This design comes from an exercise in tuning for small area, a short achievable clock period and few clock cycles per item on the open sky130 flow, not from production work. Function was checked by simulation only, so behaviour that the tests miss may differ from the original.

===== standard.sh =====
#!/bin/bash
# synth_recipe.tcl (not shown) runs the flow's synth.tcl, then flattens the netlist and writes it again
# the make line also repeats each setting of config.mk as NAME=value (left out here)
make -C /OpenROAD-flow-scripts/flow DESIGN_CONFIG=/design/flow/config.mk WORK_HOME=/design/flow/orfs CLKGATE_MAP_FILE= SYNTH_SCRIPT=/design/flow/synth_recipe.tcl "${@:-finish}"

===== flow/run.sh =====
#!/bin/bash
set -euo pipefail
bash standard.sh SETUP_SLACK_MARGIN=7 finish > standard.log 2>&1

===== config.mk =====
export PLATFORM = sky130hd
export DESIGN_NAME = neuron_mac_seq
export DESIGN_NICKNAME = neuron_mac_seq
export VERILOG_FILES = /design/flow/design.v
export SDC_FILE = /design/flow/constraint.sdc
export NUM_CORES = 4
export LEC_CHECK = 0
export CAP_MARGIN = 20
export CORE_MARGIN = 2
export CORE_UTILIZATION = 50
export PLACE_DENSITY = 0.75
export SLEW_MARGIN = 20

===== design.v =====
package neuron_pkg;
   typedef enum logic [1:0] {
      IDLE  = 2'd0,
      ACCUM = 2'd1,
      FLUSH = 2'd2,
      OUT   = 2'd3
   } mac_state_t;
   localparam logic [31:0] FP_POS_ZERO = 32'h0000_0000;
   localparam logic [31:0] FP_QNAN     = 32'h7FC0_0000;
   function automatic logic [31:0] fp_relu(input logic [31:0] v);
      fp_relu = v[31] ? FP_POS_ZERO : v;
   endfunction
endpackage
module spfp_mul_core
(
   input  logic [31:0] a_i,
   input  logic [31:0] b_i,
   input  logic        z_i,      
   output logic [23:0] plo_o,    
   output logic        stl_o,    
   output logic [35:0] phi_o,    
   output logic        s_o,
   output logic [9:0]  e_o,      
   output logic        nan_o,
   output logic        inf_o,
   output logic        zero_o
);
   logic [7:0]  ea, eb;
   logic [23:0] ma, mb;
   logic [35:0] lo;
   always_comb begin
      ea     = a_i[30:23];
      eb     = b_i[30:23];
      ma     = {1'b1, a_i[22:0]};
      mb     = {1'b1, b_i[22:0]};
      lo     = {12'd0, ma} * {24'd0, mb[11:0]};
      plo_o  = lo[35:12];
      stl_o  = |lo[11:0];
      phi_o  = {12'd0, ma} * {24'd0, mb[23:12]};
      s_o    = (a_i[31] ^ b_i[31]) & !z_i;
      e_o    = {2'd0, ea} + {2'd0, eb} - 10'd127;
      nan_o  = !z_i && ((ea == 8'hFF && a_i[22:0] != 23'd0) || (eb == 8'hFF && b_i[22:0] != 23'd0) ||
               (ea == 8'hFF && eb == 8'd0) || (eb == 8'hFF && ea == 8'd0));
      inf_o  = !z_i && (ea == 8'hFF || eb == 8'hFF);
      zero_o = z_i || ea == 8'd0 || eb == 8'd0;
   end
endmodule
module spfp_mul_merge
(
   input  logic [23:0] plo_i,
   input  logic        stl_i,
   input  logic [35:0] phi_i,
   output logic [25:0] ph_o,     
   output logic        st_o      
);
   logic [35:0] hi;
   always_comb begin
      hi   = phi_i + {12'd0, plo_i};    
      ph_o = hi[35:10];
      st_o = stl_i | (|hi[9:0]);
   end
endmodule
module spfp_mul_round
(
   input  logic [25:0] ph_i,
   input  logic        st_i,
   input  logic        s_i,
   input  logic [9:0]  e_i,
   input  logic        nan_i,
   input  logic        inf_i,
   input  logic        zero_i,
   output logic [31:0] p_o
);
   logic [23:0] r_hi, r_lo;
   logic        up_hi, up_lo, c;
   logic [9:0]  e0, e1, e2, ef;
   logic        z0, z1, z2, o0, o1, o2, uf, of;
   logic [22:0] m;
   always_comb begin
      up_hi = ph_i[1] & (ph_i[0] | st_i | ph_i[2]);
      up_lo = ph_i[0] & (st_i | ph_i[1]);
      r_hi  = {1'b0, ph_i[24:2]} + {23'd0, up_hi};
      r_lo  = {1'b0, ph_i[23:1]} + {23'd0, up_lo};
      e0    = e_i;
      e1    = e_i + 10'd1;
      e2    = e_i + 10'd2;
      z0    = e0[9] || e0 == 10'd0;
      z1    = e1[9] || e1 == 10'd0;
      z2    = e2[9] || e2 == 10'd0;
      o0    = !e0[9] && e0 >= 10'd255;
      o1    = !e1[9] && e1 >= 10'd255;
      o2    = !e2[9] && e2 >= 10'd255;
      if (ph_i[25]) begin
         c  = r_hi[23];
         m  = r_hi[22:0];
         ef = c ? e2 : e1;
         uf = c ? z2 : z1;
         of = c ? o2 : o1;
      end else begin
         c  = r_lo[23];
         m  = r_lo[22:0];
         ef = c ? e1 : e0;
         uf = c ? z1 : z0;
         of = c ? o1 : o0;
      end
      if (nan_i)       p_o = neuron_pkg::FP_QNAN;
      else if (inf_i)  p_o = {s_i, 8'hFF, 23'd0};
      else if (zero_i) p_o = {s_i, 31'd0};
      else if (uf)     p_o = {s_i, 31'd0};
      else if (of)     p_o = {s_i, 8'hFF, 23'd0};
      else             p_o = {s_i, ef[7:0], m};
   end
endmodule
module spfp_multiplier
(
   input  logic [31:0] a_i,
   input  logic [31:0] b_i,
   output logic [31:0] p_o
);
   logic [23:0] plo;
   logic [35:0] phi;
   logic        stl;
   logic [25:0] ph;
   logic        st, s, nan, inf, zero;
   logic [9:0]  e;
   spfp_mul_core  u_core  (.a_i(a_i), .b_i(b_i), .z_i(1'b0), .plo_o(plo), .stl_o(stl), .phi_o(phi), .s_o(s), .e_o(e),
                           .nan_o(nan), .inf_o(inf), .zero_o(zero));
   spfp_mul_merge u_merge (.plo_i(plo), .stl_i(stl), .phi_i(phi), .ph_o(ph), .st_o(st));
   spfp_mul_round u_round (.ph_i(ph), .st_i(st), .s_i(s), .e_i(e), .nan_i(nan), .inf_i(inf),
                           .zero_i(zero), .p_o(p_o));
endmodule
module spfp_adder_subtractor
(
   input  logic [31:0] a_i,
   input  logic [31:0] b_i,
   input  logic        sub_i,
   output logic [31:0] y_o
);
   function automatic logic [4:0] lzc25(input logic [24:0] v);
      logic [4:0] n;
      n = 5'd25;
      for (int i = 0; i < 25; i++)
         if (v[i]) n = 5'(24 - i);
      lzc25 = n;
   endfunction
   logic        sa, sb, sub, a_ge, a_gt, b_gt, e_eq, nan, sx, sn;
   logic [7:0]  ea, eb, ex, d;
   logic [8:0]  dab, dba;
   logic [23:0] ma, mb, mx, my;
   logic [4:0]  sh, lz;
   logic [49:0] al;
   logic [26:0] y_al;
   logic [27:0] sum;
   logic [24:0] pd, qd, nr, nn;
   logic [25:0] pdx;
   logic [9:0]  e_nr;
   logic [24:0] r_a, r_b, r_c;
   logic [22:0] far_m;
   logic [7:0]  far_e, ex_m1, ex_p1, ex_p2;
   logic        up_a, up_b, up_c, far_zero, far_inf, near, p_neg, spec;
   logic [31:0] y_spec;
   logic [31:0] y_far, y_near, y_n;
   always_comb begin
      sa   = a_i[31];
      sb   = b_i[31] ^ sub_i;
      ea   = a_i[30:23];
      eb   = b_i[30:23];
      ma   = {1'b1, a_i[22:0]};
      mb   = {1'b1, b_i[22:0]};
      sub  = sa ^ sb;
      dab  = {1'b0, ea} - {1'b0, eb};
      dba  = {1'b0, eb} - {1'b0, ea};
      a_ge = !dab[8];
      e_eq = (ea == eb);
      a_gt = a_ge && !e_eq;
      b_gt = !a_ge;
      ex   = a_ge ? ea : eb;
      sx   = a_ge ? sa : sb;
      mx   = a_ge ? ma : mb;
      my   = a_ge ? mb : ma;
      d    = a_ge ? dab[7:0] : dba[7:0];
      al   = {my, 26'd0} >> d[4:0];
      y_al = (d[7:5] != 3'd0) ? 27'd1 : {al[49:24], |al[23:0]};
      sum  = {1'b0, mx, 3'b000} + ({1'b0, y_al} ^ {28{sub}}) + {27'd0, sub};
      up_a = sum[3] & ((|sum[2:0]) | sum[4]);
      up_b = sum[2] & ((|sum[1:0]) | sum[3]);
      up_c = sum[1] & (sum[0] | sum[2]);
      r_a  = {1'b0, sum[27:4]} + {24'd0, up_a};
      r_b  = {1'b0, sum[26:3]} + {24'd0, up_b};
      r_c  = {1'b0, sum[25:2]} + {24'd0, up_c};
      ex_m1 = ex - 8'd1;
      ex_p1 = ex + 8'd1;
      ex_p2 = ex + 8'd2;
      if (sum[27]) begin
         far_m    = r_a[24] ? 23'd0 : r_a[22:0];
         far_e    = r_a[24] ? ex_p2 : ex_p1;
         far_zero = 1'b0;
         far_inf  = (ex == 8'd254) || (r_a[24] && ex == 8'd253);
      end else if (sum[26]) begin
         far_m    = r_b[24] ? 23'd0 : r_b[22:0];
         far_e    = r_b[24] ? ex_p1 : ex;
         far_zero = 1'b0;
         far_inf  = r_b[24] && ex == 8'd254;
      end else begin
         far_m    = r_c[24] ? 23'd0 : r_c[22:0];
         far_e    = r_c[24] ? ex : ex_m1;
         far_zero = !r_c[24] && ex == 8'd1;
         far_inf  = 1'b0;
      end
      if (far_zero)     y_far = {sx, 31'd0};
      else if (far_inf) y_far = {sx, 8'hFF, 23'd0};
      else              y_far = {sx, far_e, far_m};
      pdx   = {1'b0, ma, 1'b0} - (a_gt ? {2'b0, mb} : {1'b0, mb, 1'b0});
      pd    = pdx[24:0];
      qd    = {mb, 1'b0} - (b_gt ? {1'b0, ma} : {ma, 1'b0});
      p_neg = e_eq && pdx[25];
      nr    = (b_gt || p_neg) ? qd : pd;
      sn    = (b_gt || p_neg) ? sb : sa;
      lz    = lzc25(nr);
      nn    = nr << lz;
      e_nr  = {2'd0, ex} - {5'd0, lz};
      if (nr == 25'd0)                  y_near = 32'd0;
      else if (e_nr[9] || e_nr == 10'd0) y_near = {sn, 31'd0};
      else                              y_near = {sn, e_nr[7:0], nn[23:1]};
      near  = sub && (e_eq || ((dab == 9'd1 || dba == 9'd1) && nr[24:23] == 2'b00));
      y_n = near ? y_near : y_far;
      nan  = (ea == 8'hFF && a_i[22:0] != 23'd0) || (eb == 8'hFF && b_i[22:0] != 23'd0) ||
             (ea == 8'hFF && eb == 8'hFF && sa != sb);
      spec = (ea == 8'hFF) || (eb == 8'hFF) || (ea == 8'd0) || (eb == 8'd0);
      if (nan)                           y_spec = neuron_pkg::FP_QNAN;
      else if (ea == 8'hFF)              y_spec = a_i;
      else if (eb == 8'hFF)              y_spec = {sb, b_i[30:0]};
      else if (ea == 8'd0 && eb == 8'd0) y_spec = {sa & sb, 31'd0};
      else if (ea == 8'd0)               y_spec = {sb, b_i[30:0]};
      else                               y_spec = a_i;
      y_o = spec ? y_spec : y_n;
   end
endmodule
module ReLU
(
   input  logic [31:0] x_i,
   output logic [31:0] y_o
);
   assign y_o = neuron_pkg::fp_relu(x_i);
endmodule
module neuron_mac_seq_ctrl
#(
   parameter  int N_INPUTS = 64,
   localparam int CNT_W    = $clog2(N_INPUTS + 1)
) (
   input  logic             clk,
   input  logic             rst,
   input  logic             start_i,
   input  logic [CNT_W-1:0] len_i,
   input  logic             in_valid_i,
   input  logic             load_i,       
   input  logic             blocked_i,    
   output logic             in_ready_o,
   output logic             busy_o,
   output logic             take_o,       
   output logic             issue_o,      
   output logic             first_o,      
   output logic             last_o,       
   output logic             zero_o        
);
   logic             p_full_q, p_fed_q, f_first_q;
   logic [CNT_W-1:0] p_len_q, f_cnt_q, len_clamp;
   logic             accept, last_pair, free, pick, pick_zero, pick_nz;
   assign len_clamp = (len_i > CNT_W'(N_INPUTS)) ? CNT_W'(N_INPUTS) : len_i;
   always_comb begin
      busy_o     = p_full_q;
      take_o     = start_i && !p_full_q;
      in_ready_o = (f_cnt_q != '0) && !((f_cnt_q == CNT_W'(1)) && blocked_i);
      accept     = in_ready_o && in_valid_i;
      last_pair  = accept && (f_cnt_q == CNT_W'(1));
      free       = (f_cnt_q == '0) || last_pair;
      pick       = free && p_full_q && !p_fed_q;
      pick_zero  = pick && (p_len_q == '0) && (f_cnt_q == '0) && !blocked_i;
      pick_nz    = pick && (p_len_q != '0);
      issue_o    = accept || pick_zero;
      first_o    = pick_zero || f_first_q;
      last_o     = last_pair || pick_zero;
      zero_o     = pick_zero;
   end
   always_ff @(posedge clk or posedge rst) begin
      if (rst) begin
         p_full_q  <= 1'b0;
         p_fed_q   <= 1'b0;
         p_len_q   <= '0;
         f_cnt_q   <= '0;
         f_first_q <= 1'b0;
      end else begin
         if (take_o) begin
            p_full_q <= 1'b1;
            p_fed_q  <= 1'b0;
            p_len_q  <= len_clamp;
         end else begin
            if (load_i) p_full_q <= 1'b0;
            if (pick_zero || pick_nz) p_fed_q <= 1'b1;
         end
         if (pick_nz)     f_cnt_q <= p_len_q;
         else if (accept) f_cnt_q <= f_cnt_q - CNT_W'(1);
         if (pick_nz)     f_first_q <= 1'b1;
         else if (accept) f_first_q <= 1'b0;
      end
   end
endmodule
module neuron_mac_seq
#(
   parameter  int N_INPUTS = 64,
   localparam int CNT_W    = $clog2(N_INPUTS + 1)
) (
   input  logic             clk,
   input  logic             rst,
   input  logic             start,
   input  logic [CNT_W-1:0] len,
   input  logic [31:0]      bias,
   input  logic             act_en,
   output logic             busy,
   input  logic             in_valid,
   output logic             in_ready,
   input  logic [31:0]      in_x,
   input  logic [31:0]      in_w,
   output logic             out_valid,
   input  logic             out_ready,
   output logic [31:0]      out_data
);
   logic        take, issue, first, last, zero, load, blocked;
   logic [31:0] p_bias_q;
   logic        p_act_q;
   logic [31:0] x_q, w_q;
   logic        v_i_q, f_i_q, l_i_q, z_i_q;
   logic [23:0] plo_d, plo_q;
   logic [35:0] phi_d, phi_q;
   logic        stl_d, stl_q;
   logic [25:0] ph;
   logic        st, s_d, s_q, nan_d, nan_q, inf_d, inf_q, zero_d, zero_q;
   logic [9:0]  e_d, e_q;
   logic        v_m_q, f_m_q, l_m_q;
   logic [31:0] p_d, p_q;
   logic        v_r_q, l_r_q;
   logic [31:0] acc_q, add_s, relu_s, out_q;
   logic        acc_act_q, out_v_q;
   assign load    = v_m_q && f_m_q;
   assign blocked = (v_i_q && l_i_q) || (v_m_q && l_m_q) || (v_r_q && l_r_q) || out_v_q;
   neuron_mac_seq_ctrl #(.N_INPUTS(N_INPUTS)) u_ctrl (
      .clk        (clk),
      .rst        (rst),
      .start_i    (start),
      .len_i      (len),
      .in_valid_i (in_valid),
      .load_i     (load),
      .blocked_i  (blocked),
      .in_ready_o (in_ready),
      .busy_o     (busy),
      .take_o     (take),
      .issue_o    (issue),
      .first_o    (first),
      .last_o     (last),
      .zero_o     (zero)
   );
   spfp_mul_core u_mul (.a_i(x_q), .b_i(w_q), .z_i(z_i_q), .plo_o(plo_d), .stl_o(stl_d), .phi_o(phi_d), .s_o(s_d), .e_o(e_d),
                        .nan_o(nan_d), .inf_o(inf_d), .zero_o(zero_d));
   spfp_mul_merge u_mrg (.plo_i(plo_q), .stl_i(stl_q), .phi_i(phi_q), .ph_o(ph), .st_o(st));
   spfp_mul_round u_rnd (.ph_i(ph), .st_i(st), .s_i(s_q), .e_i(e_q), .nan_i(nan_q),
                         .inf_i(inf_q), .zero_i(zero_q), .p_o(p_d));
   spfp_adder_subtractor u_add (.a_i(acc_q), .b_i(p_q), .sub_i(1'b0), .y_o(add_s));
   ReLU u_relu (.x_i(add_s), .y_o(relu_s));
   always_ff @(posedge clk or posedge rst) begin
      if (rst) begin
         v_i_q   <= 1'b0;
         f_i_q   <= 1'b0;
         l_i_q   <= 1'b0;
         v_m_q   <= 1'b0;
         f_m_q   <= 1'b0;
         l_m_q   <= 1'b0;
         v_r_q   <= 1'b0;
         l_r_q   <= 1'b0;
         out_v_q <= 1'b0;
      end else begin
         v_i_q <= issue;
         f_i_q <= first;
         l_i_q <= last;
         v_m_q <= v_i_q;
         f_m_q <= f_i_q;
         l_m_q <= l_i_q;
         v_r_q <= v_m_q;
         l_r_q <= l_m_q;
         if (v_r_q && l_r_q)            out_v_q <= 1'b1;
         else if (out_v_q && out_ready) out_v_q <= 1'b0;
      end
   end
   always_ff @(posedge clk) begin
      if (take) begin
         p_bias_q <= bias;
         p_act_q  <= act_en;
      end
      x_q    <= in_x;
      w_q    <= in_w;
      z_i_q  <= zero;
      plo_q  <= plo_d;
      stl_q  <= stl_d;
      phi_q  <= phi_d;
      s_q    <= s_d;
      e_q    <= e_d;
      nan_q  <= nan_d;
      inf_q  <= inf_d;
      zero_q <= zero_d;
      p_q    <= p_d;
      if (load) begin
         acc_q     <= p_bias_q;
         acc_act_q <= p_act_q;
      end else if (v_r_q) begin
         acc_q <= add_s;
      end
      if (v_r_q && l_r_q) out_q <= acc_act_q ? relu_s : add_s;
   end
   assign out_valid = out_v_q;
   assign out_data  = out_q;
endmodule

===== constraint.sdc =====
create_clock -name core_clock -period 15.0 [get_ports {clk}]
set_input_delay 3.0000 -clock core_clock [delete_from_list [all_inputs] [get_ports {clk}]]
set_output_delay 3.0000 -clock core_clock [all_outputs]
set_load 0.01 [all_outputs]

==> flow_summary.ini, run 1 <==
[outcome]
run_status = timing/DRC/antenna clean

[finish]
diodes = 0
final-seq-area_um2 = 7060
fillers = 7565
finalNetCount = 6371
multi_input_area_um2 = 35700
utilization_pct = 59.7
drive_gt1_share_pct = 14.1
area_growth_pct = 18.1

[synthesis]
synth_top_area_share_pct = 20.3
ys_ff_latch = 296
ys_types = 125
synthMostInstantiatedCell = nand2_1
ys_seq_area_share_pct = 16.0
synth_top_cells_by_area = fa_1, ha_1, dfxtp_1
yosys_warnings = 7
synth_area_um2 = 44000
synth_edf_count = 98
ys_async_sr_fraction_pct = 8.78
syn-num-nets = 6144
synth_flop_cell = dfxtp_1
synth_commonest_cells = nand2_1, inv_1, fa_1
syn_avg_cell_area_um2 = 8.32
synth_cells = 5293
synth_top_area_cell = fa_1

[critical_path]
endpoint_kind = flip-flop
crit_path_max_incr_delay_ps = 480
crit_fanout = 11
critPathSlowestCell = edfxtp_1
worst_setup_path_start_kind = flip-flop
required_ps = 15350
worst-path-buf-inv = 11
cp_top_family = compound AO/OA/AOI/OAI gates
critPathArrivalTime_ps = 8430
critPathKind = flip-flop to flip-flop

[grt]
track_usage_pct = 32.4
overflow = 0
antenna_found_initial = 4
grt_pass1_wl_mm = 230
grt_pass1_vias = 39900
grt_max_degree = 42

[floorplan]
die_w_um = 301
start_util_pct = 50.6
core.rowCount = 108
die-area_um2 = 90400
ios = 144
fp.coreArea_um2 = 87000
die_h_um = 301

[sta]
fin_skew_ps = 40.5
worstMarginPinSlew_ps = 1390
finalCritPeriodShare_pct = 53.9
setup_violations = 0
slew_headroom_pct = 7.07
rsz0062_at_grt = true
hold_violations = 0
fin_setup_tns_ps = 0
fmax_mhz = 124
maxSlewViolCount = 0
layout_min_cycle_time_ps = 8080

[clocking]
clk_pin_slew_ps = 60
cts_tree = done
cts_sinks = 296
ctsHtreeMaxLevel = 2
clk_latency_ps = 630
cts_buffer_depth = 3
cts_root_buf = clkbuf_16
cts_buffers = 38

[placement]
io_buffers = 143
dpl.hpwl_mm = 111
gp_congestion = 1.01

[detailed_routing]
drcViolationCount = 0
routed-via-count = 41300
ant_nets = 0
routed_via_density = 6.15
drt-wirelength-per-cell_um = 22.5
first_pass_iters = 6
routed_wl_mm = 151
drt_iter0_drc = 4379

[job]
drv_cap = 0

[hold_path]
hold_path_class = flip-flop to flip-flop
==> worst paths after layout <==
path                            from                 to  slack (ps)  cells past startpoint
setup / recovery           acc_q[23]          acc_q[26]        6920                     41
min in group asynchronous        rst            out_v_q        2650                      2
hold / removal                 f_i_q              f_m_q         360                      0
setup reg to reg           acc_q[23]          acc_q[26]        6920                     41
max in group asynchronous        rst  u_ctrl.p_len_q[1]       11930                      3
hold reg to reg                f_i_q              f_m_q         360                      0
==> metrics by stage <==
step / worst slack, ps / instances / hold slack (ps) / cell area [µm²]
after floorplan: 6410 / 5293 / 331 / 44300
after global placement: 4590 / 6400 / 338 / 46500
after detailed placement: 4520 / 6401 / 354 / 46500
after CTS: 7000 / 6592 / 363 / 49800
after global routing: 6710 / 6704 / 367 / 52000
final: 6920 / 6704 / 363 / 52000
==> cells in the final DEF (no fill, tap or decap), types with 40 or more instances in the layout <==
cell type and instances:
a211oi_1 50, a21o_1 80, a21oi_1 216, a31oi_1 41, and2_1 227, buf_4 239
clkbuf_16 44, clkdlybuf4s50_1 143, dfxtp_1 159, edfxtp_1 98, fa_1 444, ha_1 271
inv_1 567, mux2i_1 163, nand2_1 715, nand3_1 106, nand4_1 54, nor2_1 321
nor2b_1 40, nor3_1 116, nor4_1 51, o21ai_0 137, xnor2_1 193, xor2_1 89
==> kinds of logic after synthesis <==
| kind of cell | Yosys count | synth area share, % |
|---|---|---|
| mux | 222 | 5.54 |
| compound gates | 989 | 15.3 |
| flops | 296 | 16.0 |
| fa+ha+maj | 742 | 28.7 |
| simple gates | 1907 | 21.0 |
| xor+xnor | 300 | 6.11 |
| buf+inv | 837 | 7.35 |
==> flip-flops by register name, indices dropped and copies added, names as in the netlist, 7 cells and up <==
signal,count
u_ctrl.f_cnt_q,7
acc_q,32
p_bias_q,32
w_q,32
phi_q,36
plo_q,24
u_ctrl.p_len_q,7
e_q,10
p_q,32
out_q,32
x_q,32
==> cell type report <==
class,count,area share [%]
clock inverters,21,0.486
clock buffers,48,2.12
flip-flops and latches,296,13.6
multi-input cells,4167,68.6
well taps,1155,2.78
inverters,579,4.22
repair buffers,438,8.19
==> repair_timing <==
item	4_1_cts	5_1_grt
hold buffers	0	0
endpoints found under the setup margin	64	71
gates cloned	15	6
pin swaps	62	113
gates resized for setup	158	255
endpoints found under the hold margin	0	0
buffers inserted	107	105
==> routing by layer <==
layer | vias up | wire (µm) | GRT usage (%)
li1 | 18500 | - | -
met2 | 2142 | 68000 | 51.7
met5 | - | 47 | 0
met4 | 8 | 8660 | 15.5
met1 | 20100 | 59200 | 41.9
met3 | 519 | 14700 | 6.82
Testbench counts, summed over its fixed seeds: cycles 7,900, items 7,831.
==> run 2, diff against run 1 <==
--- a/config.mk
+++ b/config.mk
@@ -8,5 +8,4 @@
 export CAP_MARGIN = 20
 export CORE_MARGIN = 2
 export CORE_UTILIZATION = 50
-export PLACE_DENSITY = 0.75
 export SLEW_MARGIN = 20
==> flow_summary.ini, run 2 <==
[placement]
place_area_um2 = 46600
gp_congestion = 1.02
io_buffers = 143
dpl.hpwl_mm = 114

[grt]
overflow = 0
antenna_found_initial = 3
grt_pass1_wl_mm = 234
grt_max_degree = 42
use_met2_pct = 56.1
met3_usage_pct = 5.15
top_usage_layer = met2
track_usage_pct = 33.2
met1_usage_pct = 40.6
grt_pass1_vias = 39600

[floorplan]
start_util_pct = 50.6
die_w_um = 301
die-area_um2 = 90400
die_h_um = 301
fp.coreArea_um2 = 87000
core.rowCount = 108
ios = 144

[clocking]
cts_sinks = 296
ctsHtreeMaxLevel = 2
cts_tree = done
clk_latency_ps = 640
cts_buffers = 40
holdBufCountCts = 0
cts_buffer_depth = 3
cts_root_buf = clkbuf_16
clk_pin_slew_ps = 60

[critical_path]
critPathArrivalTime_ps = 8420
r2r_end = acc_q[13]
endpoint_kind = flip-flop
crit_path_max_incr_delay_ps = 450
rrSetupSlack_ps = 6960
required_ps = 15370
critPathKind = flip-flop to flip-flop
cp_common_cell = buf_4
worstRegToRegCells = 33
r2r_start = acc_q[27]
critPathSlowestCell = or3_1
worst_setup_path_start_kind = flip-flop
crit_fanout = 8

[synthesis]
synth_top_area_share_pct = 20.3
synth_flop_cell = dfxtp_1
syn-num-nets = 6144
synth_area_um2 = 44000
ys_ff_latch = 296
ys_types = 125
synth_edf_count = 98
synth_cells = 5293
syn_avg_cell_area_um2 = 8.32
synth_top_area_cell = fa_1
ys_async_sr_fraction_pct = 8.78
ys_seq_area_share_pct = 16.0
synth_top_cells_by_area = fa_1, ha_1, dfxtp_1
synthMostInstantiatedCell = nand2_1
synth_commonest_cells = nand2_1, inv_1, fa_1
yosys_warnings = 7

[hold_path]
hold_path_class = flip-flop to flip-flop
whs_path_depth = 0
worst_hold_path.endpoint = f_m_q
min_from = f_i_q

[sta]
rsz0062_at_grt = true
setup_violations = 0
slew_headroom_pct = 20.6
fin_setup_tns_ps = 0
finalCritPeriodShare_pct = 53.6
worstMarginPinSlew_ps = 1190
fin_skew_ps = 34.1
maxSlewViolCount = 0
layout_min_cycle_time_ps = 8040
fmax_mhz = 124
hold_violations = 0

[finish]
multi_input_area_um2 = 35400
largest_reg_flops = 36
final-seq-area_um2 = 7050
finalNetCount = 6348
largest-register = phi_q
fillers = 7969
drive_gt1_share_pct = 13.4
area_growth_pct = 16.8
postLayoutCellArea_um2 = 51400
layout_common_cells = nand2_1, inv_1, fa_1
final_common_cell = nand2_1

[detailed_routing]
routed_via_density = 6.02
routed_wl_mm = 154
routed-via-count = 40300
ant_nets = 0
first_pass_iters = 6
drcViolationCount = 0
drt_iter0_drc = 3529
drt-wirelength-per-cell_um = 23.0

[job]
drv_cap = 0

[outcome]
run_status = timing/DRC/antenna clean
==> run 2: cell counts after synthesis <==
No cell type changed its count.
==> run 2: timing repair <==
item                                    CTS  global route
resized for setup                       164           201
buffers inserted                         99            92
hold endpoints to repair                  0             0
pin swaps                                64           105
cloned                                   14             2
endpoints found under the setup margin   64            66
==> run 2: critical path: cells and delay by family (launching register included) <==
kind / cells / cell delay [ps]
AOI/OAI and AO/OA: 13 / 2680
adders and majority gates: 3 / 1020
buffers and inverters: 6 / 1010
DFF: 1 / 440
muxes: 2 / 460
and+or+nand+nor: 9 / 2170
==> run 2: cells by family after synthesis <==
| logic type | share of synthesized area (%) |
|---|---|
| muxes | 5.54 |
| buffers and inverters | 7.35 |
| xor gates and xnor gates | 6.11 |
| adders and majority gates | 28.7 |
| and+or+nand+nor | 21.0 |
| DFF | 16.0 |
| AOI/OAI and AO/OA | 15.3 |
==> run 2: through the flow <==
stage	setup slack, ps	util, %	cells	hold slack [ps]
after floorplan	6410	-	5293	331
after global placement	5030	53.5	6402	333
after detailed placement	4850	53.5	6402	336
after CTS	6990	57.3	6589	351
after global routing	6690	59.1	6684	362
final	6960	59.1	6685	350
==> run 2: cell type report <==
class,count,area share (%)
clock inverter,26,0.572
antenna,1,0.00486
clock buffer,48,2.08
timing repair buffer,416,7.79
tap,1155,2.81
multi-input combinational,4164,68.8
sequential,296,13.7
inverter,579,4.28
==> run 2: worst max-delay path by stage <==
| stage | cells after the start | end | startpoint | slack (ps) |
|---|---|---|---|---|
| global placement | 30 | acc_q[13] | acc_q[27] | 5030 |
| global route | 41 | acc_q[13] | p_q[29] | 6690 |
| finish | 33 | acc_q[13] | acc_q[27] | 6960 |
| CTS | 36 | acc_q[13] | acc_q[23] | 6990 |
| detailed placement | 30 | acc_q[13] | acc_q[27] | 4850 |
| floorplan | 45 | acc_q[13] | acc_q[23] | 6410 |
==> run 2: routing by layer <==
layer | vias up | share of wire [%]
met5 | - | 0.018
met3 | 463 | 6.7
met1 | 19800 | 39
met4 | 4 | 6.5
met2 | 1585 | 47
li1 | 18400 | -

port drivers added, routing unchanged:
No port has a modelled driver above. Below, the same layouts with a new extraction and two added sets of constraints. Step 1 sets driving cells, clkbuf_16 on the clock port and buf_2 on the other inputs (assumed; they add their load-dependent delay and slew). Step 2 times the ports against the registers' clock, not the clock port: input delays grow and output delays shrink by t, the midpoint of the rising clock arrivals with the driver on. a / b / c = no drivers / after step 1 / after step 2; a / b = the first two.
| run | shift t [ns] | slack for setup (ns) | worst hold slack (ns) |
|---|---|---|---|
| run 1 | 0.672 | 6.917 / 6.917 / 6.917 | 0.363 / 0.363 / 0.363 |
| run 2 | 0.689 | 6.955 / 6.955 / 6.955 | 0.350 / 0.350 / 0.350 |
After both steps setup and hold are still met in every run listed.
